Context: an optimization exercise on an open-source flow, tuned for small area and a short achievable clock period. The choices shown serve that exercise and are no tape-out recipe.
Function not checked in this run: the RTL went through the layout flow alone.
Power and IR drop assume default switching activity.

$ cat design/flow/config.mk
export PLATFORM = sky130hd
export DESIGN_NAME = txController
export DESIGN_NICKNAME = txController
export VERILOG_FILES = /design/flow/design.v
export SDC_FILE = /design/flow/constraint.sdc
export NUM_CORES = 4
export LEC_CHECK = 0
export CAP_MARGIN = 20
export CORE_MARGIN = 2
export CORE_UTILIZATION = 40
export SETUP_SLACK_MARGIN = 4.2
export SLEW_MARGIN = 20
export SYNTH_HIERARCHICAL = 1
$ cat design/flow/flow/run.sh
#!/bin/bash
set -euo pipefail
bash standard.sh \
	'CTS_ARGS=-sink_clustering_enable -repair_clock_nets -dont_use_dummy_load -sink_clustering_size 22 -sink_clustering_max_diameter 100' \
	'BUFFER_PORTS_ARGS=-buffer_cell sky130_fd_sc_hd__buf_2' \
	finish > flow_standard.log 2>&1
$ cat design/flow/standard.sh
#!/bin/bash
# synth_recipe.tcl (not shown) runs the flow's synth.tcl, then flattens the netlist and writes it again
# the make line also repeats each setting of config.mk as NAME=value (left out here)
make -C /OpenROAD-flow-scripts/flow DESIGN_CONFIG=/design/flow/config.mk WORK_HOME=/design/flow/orfs CLKGATE_MAP_FILE= SYNTH_SCRIPT=/design/flow/synth_recipe.tcl "${@:-finish}"
$ cat design/flow/design.v
`default_nettype none
package txProgramPkg;
	typedef logic [15:0] progAddrT;   
	typedef logic [3:0]  loopIdxT;    
	typedef logic [31:0] stepTimeT;   
	typedef logic [31:0] ctrlWordT;   
	typedef logic [15:0] pinWordT;    
	typedef logic [7:0]  channelMaskT;
	typedef logic [15:0] loopCountT;
	localparam int finishedBit     = 31;
	localparam int armInterruptBit = 30;
	localparam int waitTrigBit     = 29;
	localparam int loopEndBit      = 28;
	localparam int dmaRequestBit   = 27;
	localparam int dmaStartBit     = 26;
	localparam int beginAcqBit     = 25;
	localparam int activeBit       = 24;
	typedef struct packed
	{
		logic finished;       
		logic armInterrupt;   
		logic waitTrig;       
		logic loopEnd;        
		logic dmaRequest;
		logic dmaStart;       
		logic beginAcq;       
		logic active;         
	} ctrlFlagsT;
	typedef struct packed
	{
		ctrlFlagsT flags;
		pinWordT   pins;
		stepTimeT  duration;
	} stepT;
	typedef struct packed
	{
		progAddrT  startAddr;
		progAddrT  endAddr;
		loopCountT count;   
	} loopDescT;
endpackage
`default_nettype wire
`default_nettype none
package txSeqPkg;
	typedef enum logic [3:0]
	{
		seqIdle      = 4'd0,
		seqWaitTrig  = 4'd1,
		seqRunning   = 4'd2,
		seqLoadLoops = 4'd6,
		seqDone      = 4'd15
	} seqStateT;
	typedef struct packed
	{
		logic [15:0]           pins;
		logic                  adcTrig;   
		logic                  dmaReq;    
		logic [7:0]            leds;      
	} txOutT;
endpackage
`default_nettype wire
`default_nettype none
module txInc16
(
	input  wire  [15:0] a,
	output logic [15:0] y
);
	assign y = a + 16'd1;
endmodule
module txDec16
(
	input  wire  [15:0] a,
	output logic [15:0] y
);
	assign y = a - 16'd1;
endmodule
module txDec32
(
	input  wire  [31:0] a,
	output logic [31:0] y
);
	assign y = a - 32'd1;
endmodule
`default_nettype wire
`default_nettype none
module txJumpMatch
(
	input  wire  [255:0] starts,
	input  wire  [255:0] ends,
	input  wire  [15:0]  grant,
	input  wire  [15:0]  gt1,
	input  wire          loopStep,
	input  wire          advance,
	input  wire  [15:0]  shadowed,
	input  wire  [15:0]  stepMatch,
	output logic [15:0]  startSel,
	output logic         repeatLoop,
	output logic         jump,
	output logic [15:0]  grantNew,
	output logic [15:0]  grantNext
);
	logic [15:0] match;
	always_comb
	begin
		startSel   = '0;
		repeatLoop = 1'b0;
		for (int k = 0; k < 16; k++)
		begin
			startSel   = startSel | (starts[k*16 +: 16] & {16{grant[k]}});
			repeatLoop = repeatLoop | (grant[k] & gt1[k]);
		end
		jump = loopStep & repeatLoop;
		for (int k = 0; k < 16; k++)
		begin
			match[k]     = ends[k*16 +: 16] == startSel;
			grantNew[k]  = ~shadowed[k] & (jump ? match[k] : stepMatch[k]);
			grantNext[k] = advance ? grantNew[k] : grant[k];
		end
	end
endmodule
module txStepMatch
(
	input  wire  [255:0] ends,
	input  wire  [15:0]  addr,
	output logic [15:0]  match
);
	always_comb
		for (int k = 0; k < 16; k++)
			match[k] = ends[k*16 +: 16] == addr;
endmodule
`default_nettype wire
`timescale 1ns/1ps
`default_nettype none
module txController
#(
	parameter int loopDepth = 16
)
(
	input  wire                            txCLK,
	input  wire                            arstN,
	input  wire                            run,
	input  wire                            extTrig,
	input  wire txProgramPkg::channelMaskT userChannelMask,
	input  wire                            adcTriggerAck,
	input  wire txProgramPkg::ctrlWordT    outputControlReg,
	input  wire txProgramPkg::stepTimeT    timingReg,
	input  wire [31:0]                     loopAddressReg,
	input  wire [31:0]                     loopCounterReg,
	output txProgramPkg::progAddrT         readAddr,
	output txProgramPkg::loopIdxT          loopReadAddr,
	output txSeqPkg::txOutT                txOut
);
	logic [3:0] state;
	logic       isIdle, isWait, isRun, isLoad, isDone;
	assign isDone = state[3];
	assign isLoad = state[2] & ~state[3];
	assign isRun  = state[1] & ~state[2];
	assign isWait = state[0] & ~state[3];
	assign isIdle = ~state[1] & ~state[0];
	logic [15:0] pins;         
	logic        fFinished, fWaitTrig, fLoopEnd, fDmaRequest, fBeginAcq;
	logic [31:0] remain;       
	logic        stepEnd;      
	logic        notFirst;     
	logic        loadDone;
	logic        takeWord;
	logic        advance;
	logic        stepStart;
	assign advance   = stepEnd;
	assign loadDone  = isLoad & (loopReadAddr == 4'(loopDepth - 1));
	assign takeWord  = loadDone | advance;
	assign stepStart = isRun & ~notFirst;
	localparam int last = loopDepth - 1;
	logic [15:0] descStart [loopDepth];
	logic [15:0] descEnd   [loopDepth];
	logic [15:0] descCount [loopDepth];
	logic [15:0] remCount  [loopDepth];
	logic [loopDepth-1:0] gt1;         
	logic [loopDepth-1:0] gt2;         
	logic [loopDepth-1:0] cgt1, cgt2;  
	logic [loopDepth-1:0] shadowed;
	logic [loopDepth-1:0] grant;       
	logic [loopDepth-1:0] matchA, loaded, write, gt1Eff, grantNext, grantNew;
	logic [loopDepth-1:0] pendSlot;    
	logic [15:0] pendValue;            
	logic        pendGt1V, pendGt2V;   
	logic        pendDec;              
	logic [15:0] pendNew;
	logic        pendGt1;              
	logic        pendSame;
	logic [15:0] nextAddr;             
	logic [15:0] startSel, startInc, nextInc;
	logic [15:0] remSel, countSel;
	logic        repeatW, remGt1W, remGt2W, countGt1W, countGt2W;
	logic        repeatLoop;
	logic        jump;
	logic        loopStep;             
	logic        shadowIn;
	logic        loading;              
	logic [3:0]  loadIdx;              
	logic [15:0] pendDecValue;
	txDec16 decPend_i (.a(pendValue), .y(pendDecValue));
	assign pendNew  = pendDec ? pendDecValue : pendValue;
	assign pendGt1  = pendDec ? pendGt2V : pendGt1V;
	assign pendSame = |(pendSlot & grant);
	assign gt1Eff   = (gt1 & ~pendSlot) | (pendSlot & {loopDepth{pendGt1}});
	always_comb
	begin
		remSel    = '0;
		countSel  = '0;
		repeatW   = 1'b0;
		remGt1W   = 1'b0;
		remGt2W   = 1'b0;
		countGt1W = 1'b0;
		countGt2W = 1'b0;
		for (int k = 0; k < loopDepth; k++)
		begin
			gt2[k]    = |remCount[k][15:2] | &remCount[k][1:0];
			cgt1[k]   = |descCount[k][15:1];
			cgt2[k]   = |descCount[k][15:2] | &descCount[k][1:0];
			remSel    = remSel    | (remCount[k]  & {16{grant[k]}});
			countSel  = countSel  | (descCount[k] & {16{grant[k]}});
			repeatW   = repeatW   | (grant[k] & gt1Eff[k]);
			remGt1W   = remGt1W   | (grant[k] & gt1[k]);
			remGt2W   = remGt2W   | (grant[k] & gt2[k]);
			countGt1W = countGt1W | (grant[k] & cgt1[k]);
			countGt2W = countGt2W | (grant[k] & cgt2[k]);
		end
	end
	assign loopStep = advance & fLoopEnd;
	assign write    = grant & {loopDepth{loopStep}};
	logic [16*loopDepth-1:0] packStart, packEnd;
	always_comb
	begin
		for (int k = 0; k < loopDepth; k++)
		begin
			packStart[k*16 +: 16] = descStart[k];
			packEnd[k*16 +: 16]   = descEnd[k];
			loaded[k]    = (k != last) && (5'(k) + {1'b0, loadIdx} >= 5'(last));
		end
	end
	txStepMatch stepMatch_i (.ends(packEnd), .addr(nextAddr), .match(matchA));
	txJumpMatch jumpMatch_i (.starts(packStart), .ends(packEnd), .grant(grant), .gt1(gt1Eff),
		.loopStep(loopStep), .advance(advance), .shadowed(shadowed), .stepMatch(matchA),
		.startSel(startSel), .repeatLoop(repeatLoop), .jump(jump), .grantNew(grantNew),
		.grantNext(grantNext));
	txInc16 incStart_i (.a(startSel), .y(startInc));
	txInc16 incNext_i  (.a(nextAddr), .y(nextInc));
	assign shadowIn = |(matchA & loaded);
	always_ff @(posedge txCLK)
	begin
		loading <= isLoad;
		loadIdx <= loopReadAddr;
		if (isLoad)
		begin
			nextAddr <= loopAddressReg[31:16];
		end
		else if (loading)
		begin
			nextAddr <= 16'd1;
		end
		else if (advance)
		begin
			nextAddr <= jump ? startInc : nextInc;
		end
		pendDec  <= repeatW;
		if (!repeatW)
		begin
			pendValue <= countSel;
			pendGt1V  <= countGt1W;
			pendGt2V  <= countGt2W;
		end
		else if (pendSame)
		begin
			pendValue <= pendNew;
			pendGt1V  <= pendGt1;
			pendGt2V  <= pendDec ? |pendValue[15:2] : pendGt2V;
		end
		else
		begin
			pendValue <= remSel;
			pendGt1V  <= remGt1W;
			pendGt2V  <= remGt2W;
		end
		for (int k = 0; k < last; k++)
		begin
			descStart[k] <= descStart[k+1];
			descEnd[k]   <= descEnd[k+1];
			descCount[k] <= descCount[k+1];
			remCount[k]  <= pendSlot[k+1] ? pendNew : remCount[k+1];
			gt1[k]       <= pendSlot[k+1] ? pendGt1 : gt1[k+1];
			shadowed[k]  <= shadowed[k+1];
			grant[k]     <= grantNext[k+1];
			pendSlot[k]  <= write[k+1];
		end
		shadowed[last] <= shadowed[0];
		grant[last]    <= grantNext[0];
		pendSlot[last] <= write[0];
		if (loading)
		begin
			shadowed[last-1] <= shadowIn;
			grant[last-1]    <= ~shadowIn & (descEnd[last] == 16'd0);
		end
		if (isLoad)
		begin
			descStart[last] <= loopAddressReg[15:0];
			descEnd[last]   <= loopAddressReg[31:16];
			descCount[last] <= loopCounterReg[15:0];
			remCount[last]  <= loopCounterReg[15:0];
			gt1[last]       <= |loopCounterReg[15:1];
		end
		else
		begin
			descStart[last] <= descStart[0];
			descEnd[last]   <= descEnd[0];
			descCount[last] <= descCount[0];
			remCount[last]  <= pendSlot[0] ? pendNew : remCount[0];
			gt1[last]       <= pendSlot[0] ? pendGt1 : gt1[0];
		end
	end
	always_ff @(posedge txCLK)
	begin
		if (takeWord)
		begin
			pins        <= outputControlReg[15:0];
			fFinished   <= outputControlReg[txProgramPkg::finishedBit];
			fWaitTrig   <= outputControlReg[txProgramPkg::waitTrigBit];
			fLoopEnd    <= outputControlReg[txProgramPkg::loopEndBit];
			fDmaRequest <= outputControlReg[txProgramPkg::dmaRequestBit];
			fBeginAcq   <= outputControlReg[txProgramPkg::beginAcqBit];
			remain      <= timingReg;
		end
		else if (isRun)
		begin
			remain <= remainDec;
		end
	end
	logic [31:0] remainDec;
	txDec32 decRemain_i (.a(remain), .y(remainDec));
	logic [3:0] stateNext;
	logic       runNext;
	logic       zeroNext;
	always_comb
	begin
		stateNext = state;
		if (isIdle)
		begin
			if (run) stateNext = 4'd6;
		end
		else if (isLoad)
		begin
			if (loadDone) stateNext = 4'd1;
		end
		else if (isWait)
		begin
			if (extTrig) stateNext = 4'd2;
		end
		else if (isRun)
		begin
			if (advance)
			begin
				if (fFinished)      stateNext = 4'd15;
				else if (fWaitTrig) stateNext = 4'd1;
			end
		end
	end
	assign runNext  = (isWait & extTrig) | (isRun & ~(advance & (fFinished | fWaitTrig)));
	assign zeroNext = takeWord ? (timingReg == 32'd0)
	                : isRun    ? (remain == 32'd1)
	                :            (remain == 32'd0);
	always_ff @(posedge txCLK or negedge arstN)
	begin
		if (!arstN)
		begin
			state        <= 4'd0;
			stepEnd      <= 1'b0;
			notFirst     <= 1'b0;
			readAddr     <= '0;
			loopReadAddr <= '0;
			txOut        <= '0;
		end
		else
		begin
			state    <= stateNext;
			stepEnd  <= runNext & zeroNext;
			notFirst <= isRun & ~advance;
			if (isLoad)
			begin
				loopReadAddr <= loopReadAddr + 1'b1;
			end
			if (advance)
			begin
				readAddr <= jump ? startSel : nextAddr;
			end
			if (isDone)
			begin
				txOut.pins <= '0;
			end
			else if (stepStart)
			begin
				txOut.pins <= {pins[15:8], pins[7:0] & userChannelMask};
			end
			if (advance && fBeginAcq)
			begin
				txOut.adcTrig <= 1'b1;
			end
			else if (adcTriggerAck)
			begin
				txOut.adcTrig <= 1'b0;
			end
			txOut.dmaReq <= advance & fDmaRequest;
			txOut.leds   <= {4'd0, state};
		end
	end
endmodule
`default_nettype wire
$ cat design/flow/constraint.sdc
create_clock -name core_clock -period 7.0 [get_ports {txCLK}]
set_input_delay 1.4000 -clock core_clock [delete_from_list [all_inputs] [get_ports {txCLK}]]
set_output_delay 1.4000 -clock core_clock [all_outputs]
set_load 0.01 [all_outputs]
==> results.cfg <==
[status]
status = complete, no violations

[die]
die_area_um2 = 119000
io_pins = 187
rows = 125
start_util = 0.402
core_area_um2 = 116000
die-height_um = 345
die_w_um = 345

[worst_setup_path]
critPathKind = register to register
cpMostUsedCell = buf_12
startpoint_type = register
r2r_start = pendGt2V
critPathArrivalTime_ns = 3.32
critPathRequiredTime_ns = 7.39
cp-end-kind = register
rr_worst_depth = 14
cp_slowest_cell = edfxtp_1
crit_path_cell_trace = mux2i_4 > buf_6 > a21oi_4 > a22o_1 > a221oi_2 > and4_1 > nand2b_4 > buf_12 > clkinv_8 > buf_12 > buf_12 > buf_6 > mux2i_1 > o21ai_1
r2r_slack_ns = 4.07
rr_endpoint = nextAddr[4]
cp_max_fo = 7
cpPeakStageDelay_ns = 0.44

[route]
drt_iter0_markers = 4070
dr.pass1.iters = 6
num_vias = 35300
vias_per_cell = 5.86
drc = 0
postRouteAntennaNets = 0
avgRoutedWirePerCell_um = 26.3
wirelength_um = 158000

[final_layout]
post-route-util = 0.448
multi_input_area_um2 = 19300
fillers = 10900
drive_gt1_frac = 0.137
layout_common_cells = dfxtp_1 (1091), xnor2_1 (533), nor2_1 (347)
nets = 4660
regArea_um2 = 25600
area_growth_pct = 11.5
layout_commonest_cell = dfxtp_1
stdcell_area_um2 = 51800

[clock_network]
clk_latency_ns = 0.64
clock-sinks = 1229
clockRootBuffer = clkbuf_16
clock_path_buffers = 3
htreeDepth = 3
clkTransAtPathRegs_ns = 0.09
cts_made_buffers = 67
holdBufCountCts = 0
cts_tree = yes

[power_and_ir_drop]
switching_share = 0.402
leakage_nw = 19.3
p_sw_mw = 10.9
pwr-share-comb = 0.367
seqPwrFrac = 0.488
irDropWorstVdd_v = 0.000305
intPower_mw = 16.3
clock_power_share = 0.146
power_density_nw_per_um2 = 525

[sta]
skew_ns = 0.0701
worst_slack_ns = 4.07
rsz0062_at_grt = true
maxSlewViolCount = 0
min_period_ns = 2.93
max_freq_mhz = 341
hold_viol = 0
worstMarginPinSlew_ns = 1.05
hold_ws_ns = 0.329
slew_headroom = 0.294
post-route-period-util = 0.418
finalSetupViolCount = 0
tns_ns = 0

[global_route]
grt_pass1_vias = 34200
grt_usage = 0.253
antenna_found_initial = 3
grt_max_degree = 74
overflow = 0
grt_pass1_wl_um = 229000

[placement]
portBuffers = 155
post-place-ws_ns = 2.78
dp_hpwl_um = 104000
globalplace.congestion = 0.955
postPlaceCellArea_um2 = 48300

[flow_run]
cap_violations = 0

[min_path]
min_to = descStart[6][3]
worstHoldStart = descStart[7][3]
min_path_type = register to register
whs_path_depth = 0

[yosys]
synthCells = 4359
syn_area_um2 = 46500
syn_area_per_cell_um2 = 10.7
yosysWarnings = 13
## worst max-delay path, delay by kind of cell, from the launching register on
kind                   cells  cell delay [ns]
multiplexers               2             0.36
buffers and inverters      6             0.78
AO/OA/AOI/OAI              4             0.65
flip-flops                 1             0.44
AND/OR/NAND/NOR            2             0.43
## area by class of cell
type / instances / area share
tap: 1524 / 0.0368
timing repair inverter: 1 / 0.000145
clock buffer: 67 / 0.0323
timing repair buffer: 360 / 0.0586
sequential: 1229 / 0.494
inverter: 59 / 0.00526
multi-input combinational: 2778 / 0.373
antenna: 2 / 0.0000965
## worst max path at each step
stage,end,depth (start not counted),startpoint,slack (ns)
after CTS,remain[24],7,state[3],4.08
after global placement,nextAddr[0],12,pendDec,2.79
after global routing,nextAddr[4],14,pendGt2V,4.02
final,nextAddr[4],14,pendGt2V,4.07
after floorplan,nextAddr[0],14,pendDec,4.20
after detailed placement,nextAddr[0],12,pendDec,2.78
## routing by layer
metal	GRT usage	vias to the layer above	part of all wire
li1	-	15900	-
met1	0.336	17300	0.42
met2	0.404	1681	0.45
met3	0.0506	420	0.084
met4	0.0989	2	0.043
met5	0	-	0.000051
## sequential cells by signal (all words and copies together) (netlist names), 4 cells and up
signal and flops:
grant 16, pins 16, pendSlot 16, descStart 256
loadIdx 4, remCount 256, shadowed 16, descCount 256
descEnd 256, remain 32, readAddr 16, txOut 22
pendValue 16, nextAddr 16, loopReadAddr 4, gt1 16
state 4
## timing repair
item / in CTS / in global routing
gates cloned: 5 / 4
buffers inserted: 57 / 34
resized for setup: 118 / 84
pin swaps: 2 / 13
endpoints found under the setup margin: 116 / 80
## power groups by stage
stage	sequential (mW)	clock, mW	combinational (mW)
2_1_floorplan	12.2	0	6.86
3_3_place_gp	13.5	0	8.67
6_report	13.3	3.97	9.98
3_5_place_dp	13.5	0	8.76
5_1_grt	13.6	4.26	10.7
4_1_cts	13.2	4.02	9.53
## stage by stage
| stage | cells | power [mW] |
|---|---|---|
| 2_1_floorplan | 4362 | 19.1 |
| 3_3_place_gp | 5850 | 22.2 |
| 3_5_place_dp | 5850 | 22.3 |
| 4_1_cts | 5979 | 26.7 |
| 5_1_grt | 6020 | 28.5 |
| 6_report | 6020 | 27.2 |

## port drivers added, routing unchanged
The results above use ideal ports. As a check the final layout listed here was re-extracted and re-timed, cells and wires unchanged.
Step 1 assumes that a clkbuf_16 drives the clock port and a buf_2 every other input.
Step 2 moves the port delays by t, midway between the first and last clock arrival at a register: inputs arrive t later, outputs are due t later. That takes back most of the time a late clock gives input paths.
Slacks: ideal / step 1 / step 2; pairs: ideal / step 1.
t (ns): 0.688
setup WS [ns]: 4.072 / 4.072 / 4.072
worst hold slack (ns): 0.329 / 0.329 / 0.329
worst register clock-pin slew, ns: 0.10 / 0.10
worst data-port slew with drivers (ns): 0.10
After both steps this run still meets setup and hold. For this run, drivers alone change the setup slack by 0.000 ns; drivers and shift together by 0.000 ns.
